Source: an optimization exercise on an open RTL-to-GDS flow (aim: small area, a short achievable clock period and few clock cycles). Production flows keep margins and buffers that such runs may drop. At most, simulation tests tie the RTL to the original design; equivalence was not proved. No activity file was given, so power comes from the tool's default toggle rates.

## v55
Design box_smoothing_3x3_edge_mean, start of the top module:
module box_smoothing_3x3_edge_mean
#(
  parameter int MAX_SIDE = 16
) (
  input  logic              clk,
  input  logic              rst,
  input  logic              cfg_write,
  input  logic [SIZE_W-1:0] image_size,
  input  logic              in_valid,
  output logic              in_stall,
  input  logic [PIX_W-1:0]  pixel,
  output logic              out_valid,
  input  logic              out_stall,
  output logic [PIX_W-1:0]  smoothed,
  output logic [POS_W-1:0]  out_row,
  output logic [POS_W-1:0]  out_col,
  output logic              last_of_run,
  output logic              frame_done
);
make LEC_CHECK=0 ABC_AREA=1 CAP_MARGIN=0 CORE_MARGIN=2 CORE_UTILIZATION=65 CTS_BUF_LIST=sky130_fd_sc_hd__clkbuf_8 CTS_CLUSTER_SIZE=25 PLACE_DENSITY=0.75 SETUP_SLACK_MARGIN=4.0 SLEW_MARGIN=0 finish   # period 6.5 ns
run.sh (not shown) runs the stock make flow with config.mk's settings and CLKGATE_MAP_FILE= SYNTH_SCRIPT=/design/flow/synth_recipe.tcl, a recipe that flattens the netlist after the stock synthesis.
v55 has completed all stages; timing, DRC and antenna checks passed.
Testbench counts of v55, summed over its fixed seeds: cycles 10,935.
Relative to v55, the following input files were edited for v8:
Settings: CTS_BUF_LIST removed (was sky130_fd_sc_hd__clkbuf_8); CTS_CLUSTER_SIZE changed from 25 to 30; SLEW_MARGIN changed from 0 to 20; ABC_AREA removed (was 1); CAP_MARGIN changed from 0 to 20; SETUP_SLACK_MARGIN changed from 4.0 to 3.9; CTS_CLUSTER_DIAMETER newly set to 60.
[summary]
- Across v55 and v8, none had a timing, DRC or antenna violation.
- v8 against v55; fmax is down by more than 10%.
- v8 against v55: worst path setup slack after routing dropped 0.32 ns; overall power went up 0.19 mW; effective utilization at floorplan dropped 0.26 points; post-CTS setup buffer count now sits higher.
- Power in combinational cells, v8 vs v55: up by more than 10%
- Core util | v8 vs v55 | v8 higher
- Looking at arrival time at the worst endpoint, v8 sits 1.92 ns higher than v55 does.
- [compare] base=v55 new=v8: final wirelength moved down; die area moved down.
Modified inputs, v32 compared to v8
Settings: putting CTS_BUF_LIST at sky130_fd_sc_hd__clkbuf_8 where nothing was set; clearing CTS_CLUSTER_DIAMETER, which used to be 60; swapping 30 for 25 in CTS_CLUSTER_SIZE; swapping 20 for 0 in SLEW_MARGIN; swapping 20 for 0 in CAP_MARGIN; putting ABC_AREA at 1 where nothing was set.
--- outcome ---
- v32: synthesis-to-finish area growth 2.9 points below v8
- Compared with v8, v32 has extra setup slack.
- Delta (v32 minus v8): half-perimeter wire length after detailed placement went up 16%; proportion of layout cells with a drive suffix above 1 saw a decrease; routed wire length shows an increase of 4.7%.
- v32 against v8; cell count is up by more than 10%.
- Total routing resource utilization after global routing was lower in v8 than in v32.
#### Input delta (v11 over v32)
Settings: CORE_UTILIZATION: 65 -> 75; ABC_AREA: 1 -> unset; PLACE_DENSITY: 0.75 -> 0.88.
==> comparison <==
~same first-pass GRT wire length in v32 and v11
From v32 to v11 the numbers moved as follows: share of synthesized cell area in full adder, half adder and majority cells has remained practically unchanged; starting density of the core has increased; proportion of synthesized area in mux cells has increased; met1 routing resource usage after global routing has increased; area growth from synthesis to final layout has increased.
Relative to v32, the sequential share of layout area of v11 is lower by 0.83 points.
For the global-route usage, v11 came in 5.1 points higher than v32 did.
v11 against v32; synthesized area is down slightly.
The run showing the smaller final area is v32.
The inputs of v42 differ from those of v11 as listed below.
Settings: a change of CAP_MARGIN from 0 to 20; a change of PLACE_DENSITY from 0.88 to 0.75; a change of CTS_CLUSTER_SIZE from 25 to 24; a change of CORE_UTILIZATION from 75 to 65; a deleted CTS_BUF_LIST that had been sky130_fd_sc_hd__clkbuf_8; a change of SLEW_MARGIN from 0 to 20; an added CTS_CLUSTER_DIAMETER of 100.
--- outcome ---
Placed instance count is lower on v11
The overall track demand over capacity in global routing of v42 falls short of that of v11 by 7.7 points.
Relative to v11, ratio of final minimum period to clock period has gone down in v42.
Lower fraction of met3 tracks used by global routing goes to v42 over v11.
v42 vs v11 on share of cells above drive strength 1: v42 is the lower one.
Compared to v11, the routing of v42 uses less wire.
v42 has power density relative to cell area below what v11 had.
v42 vs. v11: combinational group power went down; clock network latency to the later pin of the worst-skew pair went down; fraction of power spent switching nets went down.

* * *

Setup of wip/lagoon:
box_smoothing_3x3_edge_mean again, from the RTL that the note above started with.
// box_smoothing_3x3_edge_mean
module box_smoothing_3x3_edge_mean
#(
  parameter int MAX_SIDE = 16
) (
  input  logic              clk,
  input  logic              rst,
  input  logic              cfg_write,
  input  logic [SIZE_W-1:0] image_size,
  input  logic              in_valid,
  output logic              in_stall,
  input  logic [PIX_W-1:0]  pixel,
  output logic              out_valid,
  input  logic              out_stall,
  output logic [PIX_W-1:0]  smoothed,
  output logic [POS_W-1:0]  out_row,
  output logic [POS_W-1:0]  out_col,
  output logic              last_of_run,
  output logic              frame_done
);
Settings: LEC_CHECK=0, CAP_MARGIN=20, CORE_MARGIN=2, CORE_UTILIZATION=65, CTS_BUF_LIST=sky130_fd_sc_hd__clkbuf_8, CTS_CLUSTER_SIZE=25, PLACE_DENSITY=0.75, SETUP_SLACK_MARGIN=4.0, SLEW_MARGIN=20; clock period 6.5 ns.
Looking at the reports, wip/lagoon completed the entire flow and the layout it produced met the timing, design-rule and antenna checks.
Testbench counts of wip/lagoon, summed over its fixed seeds: cycles 10,935.
The following lists how wip/willow was set up differently from wip/lagoon:
Settings: SETUP_SLACK_MARGIN: 4.0 -> 3.9; SLEW_MARGIN: 20 -> 0; CAP_MARGIN: 20 -> 0.
## What came out
Taking wip/lagoon as the reference point, the detailed-route via count of wip/willow falls by 379.
Delta (wip/willow minus wip/lagoon): internal power of the cells fell by 4.0%, total power now smaller.
[wip/willow] part of the total power dissipated in the clock network fell 2.1 points relative to wip/lagoon
wip/lagoon → wip/willow: final standard cell area without fillers saw a decrease, proportion of power drawn by combinational gates saw a decrease, required time of the critical path saw an increase.
wip/willow -> wip/lagoon: critical path depth delta 0, exact match
Of wip/willow and wip/lagoon, the higher clock skew belongs to wip/lagoon.
On number of hold buffers added after CTS, wip/willow and wip/lagoon are neck and neck.
DRC violation total after the first TritonRoute iteration, wip/willow vs wip/lagoon: down by more than a quarter
Input changes introduced in wip/tundra (baseline for comparison: wip/willow):
Settings: putting TNS_END_PERCENT at 5 where nothing was set; swapping 0 for 20 in CAP_MARGIN; swapping 0 for 20 in SLEW_MARGIN.
==> run notes <==
wip/tundra finished every stage and its layout cleared the timing, design-rule and antenna checks.
The final layout from wip/willow, which completed every stage, passed the timing, design-rule and antenna checks at the end of the flow.
wip/willow → wip/tundra: combinational share of power shows a reduction of 1.9 points, area fraction of clock buffers and clock inverters rose 1.0 points, final standard cell utilization of the core decreased 0.97 points.
Compared with wip/willow, wip/tundra is hungrier on power.
wip/tundra reports its last element of the critical path as out_col[0] while wip/willow reports smoothed[4].
[inputs] wip/ember vs wip/tundra
Settings: CAP_MARGIN changed from 20 to 0; ABC_AREA newly set to 1; CTS_CLUSTER_SIZE changed from 25 to 24; SETUP_SLACK_MARGIN changed from 3.9 to 4.0; CTS_CLUSTER_DIAMETER newly set to 100; SLEW_MARGIN changed from 20 to 0; TNS_END_PERCENT removed (was 5); CTS_BUF_LIST removed (was sky130_fd_sc_hd__clkbuf_8).
Results
When the final numbers for wip/ember and wip/tundra were put side by side, the worst setup slack turned out to be greater in wip/ember. Worst IR drop on VDD on wip/ember is ahead of wip/tundra. In the flow results for wip/ember and wip/tundra, the overall fraction of global-route tracks in use is larger on wip/ember. Compared with wip/tundra, maximum frequency in wip/ember increased by more than 10%. Weighted congestion at the end of routability-driven global placement: wip/ember > wip/tundra. wip/ember ends up with a synthesized area that is 160 sq um higher than in wip/tundra.

* * *

alpha:
box_smoothing_3x3_edge_mean, a different RTL version from the one above (not shown whole).
For scale: roughly 1600 cells after synthesis, roughly 420 flip-flops, ~38 I/O pins.
make LEC_CHECK=0 ABC_AREA=1 CAP_MARGIN=0 CORE_MARGIN=2 CORE_UTILIZATION=65 CTS_CLUSTER_DIAMETER=100 CTS_CLUSTER_SIZE=24 PLACE_DENSITY=0.75 SETUP_SLACK_MARGIN=4.1 SLEW_MARGIN=0 finish   # period 6.5 ns
alpha: flow completed, timing, DRC and antenna clean
#### Input delta (beta over alpha)
- swapping 4.1 for 3.9 in SETUP_SLACK_MARGIN
### Flow results
The faster design of the two is alpha; beta tops out lower. alpha and beta ended up with nearly the same clock-pin slew on the worst setup and hold paths. beta against alpha: count of buffers added by post-CTS timing repair for setup shows a reduction of 15; number of antenna violations at the first check in global routing shows no meaningful change. Of the two values seen for end point of the critical path, smoothed[4]$_DFFE_PN_ was produced by alpha and out_row[1] by beta.
No run of this note included a check of the RTL's function; only the layout flow was run.

* * *

zinc:
Another version of the RTL of box_smoothing_3x3_edge_mean (not shown whole).
For scale: roughly 1600 cells after synthesis, roughly 410 flip-flops, about 38 I/O pins, about 16000 um^2 of cells after synthesis.
Settings: LEC_CHECK=0, ABC_AREA=1, CAP_MARGIN=0, CORE_MARGIN=2, CORE_UTILIZATION=55, CTS_CLUSTER_DIAMETER=100, CTS_CLUSTER_SIZE=27, PLACE_DENSITY=0.7, SETUP_SLACK_MARGIN=4.0, SLEW_MARGIN=0; clock period 6.5 ns.
Testbench counts of zinc, summed over its fixed seeds: cycles 10,935.
What harbor does differently from zinc at the input level:
Settings: CTS_CLUSTER_SIZE: 27 -> 30.
## What came out
Re area of combinational cells with multiple inputs: zinc and harbor aren't equal, and the higher value belongs to harbor. Per the comparison of harbor with zinc, final weighted congestion in routability-driven placement held steady; internal power consumption -0.056 mW. Maximum frequency, zinc and harbor, lower one = harbor. Diff zinc -> harbor | total non-filler cell area in the finished layout | decrease of 0.48%. Diff zinc and harbor: synthesis-to-finish area growth higher in zinc. Area share of fa/ha/maj cells after synthesis: harbor vs zinc identical.

* * *

exp/quartz:
box_smoothing_3x3_edge_mean again, from the RTL that the note above started with.
==> flow/design.v (excerpt) <==
module box_smoothing_3x3_edge_mean
#(
  parameter int MAX_SIDE = 16
) (
  input  logic              clk,
  input  logic              rst,
  input  logic              cfg_write,
  input  logic [SIZE_W-1:0] image_size,
  input  logic              in_valid,
  output logic              in_stall,
  input  logic [PIX_W-1:0]  pixel,
  output logic              out_valid,
  input  logic              out_stall,
  output logic [PIX_W-1:0]  smoothed,
  output logic [POS_W-1:0]  out_row,
  output logic [POS_W-1:0]  out_col,
  output logic              last_of_run,
  output logic              frame_done
);
make LEC_CHECK=0 ABC_AREA=1 CAP_MARGIN=0 CORE_MARGIN=2 CORE_UTILIZATION=55 CTS_CLUSTER_DIAMETER=100 CTS_CLUSTER_SIZE=27 PLACE_DENSITY=0.7 SETUP_SLACK_MARGIN=4.1 SLEW_MARGIN=0 finish   # period 6.5 ns
Testbench counts of exp/quartz, summed over its fixed seeds: cycles 10,935.
[inputs] exp/onyx vs exp/quartz
# exp/quartz
export LEC_CHECK = 0
export ABC_AREA = 1
export CAP_MARGIN = 0
export CORE_MARGIN = 2
export CORE_UTILIZATION = 55
export CTS_CLUSTER_DIAMETER = 100
export CTS_CLUSTER_SIZE = 27
export PLACE_DENSITY = 0.7
export SETUP_SLACK_MARGIN = 4.1
export SLEW_MARGIN = 0
create_clock -name core_clock -period 6.5 [get_ports {clk}]
# exp/onyx
export LEC_CHECK = 0
export ABC_AREA = 1
export CAP_MARGIN = 0
export CORE_MARGIN = 2
export CORE_UTILIZATION = 55
export CTS_CLUSTER_DIAMETER = 150
export CTS_CLUSTER_SIZE = 27
export PLACE_DENSITY = 0.7
export SETUP_SLACK_MARGIN = 4.0
export SLEW_MARGIN = 0
create_clock -name core_clock -period 6.5 [get_ports {clk}]
## What came out
Every stage of the flow completed for exp/onyx, and the final layout passed the timing, design-rule and antenna checks.
exp/onyx against exp/quartz; wire length is down by a few percent.
In the reports for exp/onyx and exp/quartz, the smaller area growth from synthesis to layout belongs to exp/onyx.
Going from exp/quartz to exp/onyx, count of instances resized after the clock tree is built down 52%; global-route wire length before repair down 3.2%.
Post-place instance area of exp/quartz is on par with exp/onyx.
exp/quartz → exp/onyx: power dissipated in sequential cells has remained practically unchanged; global-route usage has decreased.
Comparing maximum clock frequency for exp/onyx and exp/quartz, the bigger number came from exp/quartz.
Input changes introduced in exp/lagoon (baseline for comparison: exp/onyx):
# exp/onyx
export LEC_CHECK = 0
export ABC_AREA = 1
export CAP_MARGIN = 0
export CORE_MARGIN = 2
export CORE_UTILIZATION = 55
export CTS_CLUSTER_DIAMETER = 150
export CTS_CLUSTER_SIZE = 27
export PLACE_DENSITY = 0.7
export SETUP_SLACK_MARGIN = 4.0
export SLEW_MARGIN = 0
create_clock -name core_clock -period 6.5 [get_ports {clk}]
# exp/lagoon
export LEC_CHECK = 0
export ABC_AREA = 1
export CAP_MARGIN = 0
export CORE_MARGIN = 2
export CORE_UTILIZATION = 65
export CTS_CLUSTER_DIAMETER = 100
export CTS_CLUSTER_SIZE = 24
export PLACE_DENSITY = 0.75
export SETUP_SLACK_MARGIN = 3.9
export SLEW_MARGIN = 0
create_clock -name core_clock -period 6.5 [get_ports {clk}]
On final net count, exp/lagoon and exp/onyx are basically level.
Compared exp/lagoon vs exp/onyx, and non-clock buffer count is down in exp/lagoon.
Diff exp/onyx -> exp/lagoon | routed wirelength normalized by instance count | increase of 1.1 um
[compare] base=exp/onyx new=exp/lagoon: arithmetic-cell share of the synthesized area counting full adders, half adders and majority gates shows no meaningful change; shortest clock period the worst path allows after layout shows an increase of 0.088 ns.
Net load switching power was higher in exp/lagoon than in exp/onyx.
Between exp/lagoon and exp/onyx, power after layout is lower for exp/onyx, exp/lagoon comes in above that.
Diff exp/onyx..exp/lagoon | final weighted congestion of routability-driven global placement | negligible
Changes in exp/raven relative to exp/lagoon:
# exp/lagoon
export LEC_CHECK = 0
export ABC_AREA = 1
export CAP_MARGIN = 0
export CORE_MARGIN = 2
export CORE_UTILIZATION = 65
export CTS_CLUSTER_DIAMETER = 100
export CTS_CLUSTER_SIZE = 24
export PLACE_DENSITY = 0.75
export SETUP_SLACK_MARGIN = 3.9
export SLEW_MARGIN = 0
create_clock -name core_clock -period 6.5 [get_ports {clk}]
# exp/raven
export LEC_CHECK = 0
export ABC_AREA = 1
export CAP_MARGIN = 0
export CORE_MARGIN = 2
export CORE_UTILIZATION = 55
export CTS_CLUSTER_DIAMETER = 100
export CTS_CLUSTER_SIZE = 24
export PLACE_DENSITY = 0.7
export SETUP_SLACK_MARGIN = 4.0
export SLEW_MARGIN = 0
create_clock -name core_clock -period 6.5 [get_ports {clk}]
- exp/lagoon → exp/raven: post-route worst hold slack fell 0.0081 ns; part of the cycle the worst path needs fell 0.95 points.
- From exp/lagoon to exp/raven the numbers moved as follows: signed area change from the synthesized netlist to the final layout now sits higher, total negative setup slack held.
- Looking only at final non-filler cell total, and setting everything else aside, the lower value of exp/raven and exp/lagoon goes to exp/lagoon.
## Diff of input files: exp/pepper against exp/raven
# exp/raven
export LEC_CHECK = 0
export ABC_AREA = 1
export CAP_MARGIN = 0
export CORE_MARGIN = 2
export CORE_UTILIZATION = 55
export CTS_CLUSTER_DIAMETER = 100
export CTS_CLUSTER_SIZE = 24
export PLACE_DENSITY = 0.7
export SETUP_SLACK_MARGIN = 4.0
export SLEW_MARGIN = 0
create_clock -name core_clock -period 6.5 [get_ports {clk}]
# exp/pepper
export LEC_CHECK = 0
export ABC_AREA = 1
export CAP_MARGIN = 0
export CORE_MARGIN = 2
export CORE_UTILIZATION = 65
export CTS_CLUSTER_DIAMETER = 100
export CTS_CLUSTER_SIZE = 24
export PLACE_DENSITY = 0.75
export SETUP_SLACK_MARGIN = 4.0
export SLEW_MARGIN = 0
create_clock -name core_clock -period 6.5 [get_ports {clk}]
### Flow results
exp/pepper against exp/raven: area occupied by multi-input gates was more or less identical; part of the power in combinational logic went up by 0.7 points; growth of design area from synthesis to finish went down by 0.22 points; clock-buffer cell count went up by 3.4%; path length in cells of the critical path went up by 12. Compared with exp/raven, exp/pepper supports a higher clock frequency. The run showing the smaller first-pass GRT wire length is exp/raven. Where worst hold slack after final layout is concerned, exp/raven is outperformed by exp/pepper. Lower setup slack among exp/pepper and exp/raven: exp/raven. exp/raven has a lower depth of the worst register-to-register path than exp/pepper.
#### Input delta (exp/violet over exp/pepper)
# exp/pepper
export LEC_CHECK = 0
export ABC_AREA = 1
export CAP_MARGIN = 0
export CORE_MARGIN = 2
export CORE_UTILIZATION = 65
export CTS_CLUSTER_DIAMETER = 100
export CTS_CLUSTER_SIZE = 24
export PLACE_DENSITY = 0.75
export SETUP_SLACK_MARGIN = 4.0
export SLEW_MARGIN = 0
create_clock -name core_clock -period 6.5 [get_ports {clk}]
# exp/violet
export LEC_CHECK = 0
export ABC_AREA = 1
export CAP_MARGIN = 0
export CORE_MARGIN = 2
export CORE_UTILIZATION = 65
export CTS_CLUSTER_DIAMETER = 80
export CTS_CLUSTER_SIZE = 34
export PLACE_DENSITY = 0.75
export SETUP_SLACK_MARGIN = 4.0
export SLEW_MARGIN = 0
create_clock -name core_clock -period 6.5 [get_ports {clk}]
[summary]
Setup slack down 0.030 ns in exp/violet wrt exp/pepper
Compared with exp/pepper, exp/violet is more frugal on power.
exp/pepper has lower data arrival time of the critical path than exp/violet.
Compared with exp/pepper, exp/violet shows a worst-path maximum fanout that is 2 lower.
Going from exp/pepper to exp/violet, the utilization was found to have gone down by 0.16 points.
Going from exp/pepper to exp/violet, final-layout clock buffer total lost about 33%; storage element area shows no meaningful change.

==> what the ideal ports hide <==
Ports are ideal in the flow. The routed layouts listed here were re-timed in OpenROAD. Step 1 (the two cells are an assumption about what drives the block):
set clk [get_ports {clk}]
set_driving_cell -lib_cell sky130_fd_sc_hd__clkbuf_16 $clk
set_driving_cell -lib_cell sky130_fd_sc_hd__buf_2 [delete_from_list [all_inputs] $clk]
Step 2 adds t to the input delays and takes it off the output delays; t is the mean of the earliest and latest rising clock arrival at the registers after step 1. Input paths then give back, and output paths get back, about the clock's delay inside the block. Three values: ideal, step 1, step 2; two values: the first two.
run | t, ns | setup slack, ns | hold slack, ns | worst slew at a driven data input, ns
v55 | 0.621 | 4.037 / 3.991 / 3.443 | 0.310 / 0.310 / 0.310 | 0.04
v8 | 0.595 | 3.714 / 3.714 / 3.529 | 0.325 / 0.325 / 0.325 | 0.04
v32 | 0.620 | 3.935 / 3.893 / 3.466 | 0.310 / 0.310 / 0.310 | 0.04
v11 | 0.637 | 3.794 / 3.794 / 3.432 | 0.304 / 0.304 / 0.304 | 0.04
v42 | 0.574 | 3.857 / 3.857 / 3.531 | 0.317 / 0.317 / 0.317 | 0.04
wip/lagoon | 0.625 | 3.826 / 3.826 / 3.559 | 0.312 / 0.312 / 0.312 | 0.04
wip/willow | 0.643 | 3.922 / 3.905 / 3.508 | 0.320 / 0.320 / 0.320 | 0.04
wip/tundra | 0.607 | 3.684 / 3.641 / 3.266 | 0.320 / 0.320 / 0.320 | 0.04
wip/ember | 0.566 | 4.035 / 3.986 / 3.514 | 0.319 / 0.319 / 0.319 | 0.04
alpha | 0.566 | 4.033 / 4.033 / 3.696 | 0.312 / 0.312 / 0.312 | 0.04
beta | 0.556 | 3.995 / 3.949 / 3.515 | 0.319 / 0.319 / 0.319 | 0.04
zinc | 0.565 | 4.046 / 3.997 / 3.656 | 0.325 / 0.325 / 0.325 | 0.03
harbor | 0.560 | 4.032 / 3.982 / 3.651 | 0.331 / 0.331 / 0.331 | 0.03
exp/quartz | 0.559 | 4.073 / 4.073 / 3.823 | 0.321 / 0.321 / 0.321 | 0.04
exp/onyx | 0.565 | 4.048 / 4.000 / 3.668 | 0.309 / 0.309 / 0.309 | 0.03
exp/lagoon | 0.562 | 3.959 / 3.911 / 3.678 | 0.323 / 0.323 / 0.323 | 0.03
exp/raven | 0.571 | 4.021 / 3.971 / 3.624 | 0.315 / 0.315 / 0.315 | 0.03
exp/pepper | 0.564 | 4.035 / 3.998 / 3.643 | 0.320 / 0.320 / 0.320 | 0.04
exp/violet | 0.552 | 4.006 / 3.988 / 3.587 | 0.303 / 0.303 / 0.303 | 0.04
After both steps every run listed still meets setup and hold. For v55, which loses most, drivers alone change the setup slack by -0.046 ns; drivers and shift together by -0.594 ns.
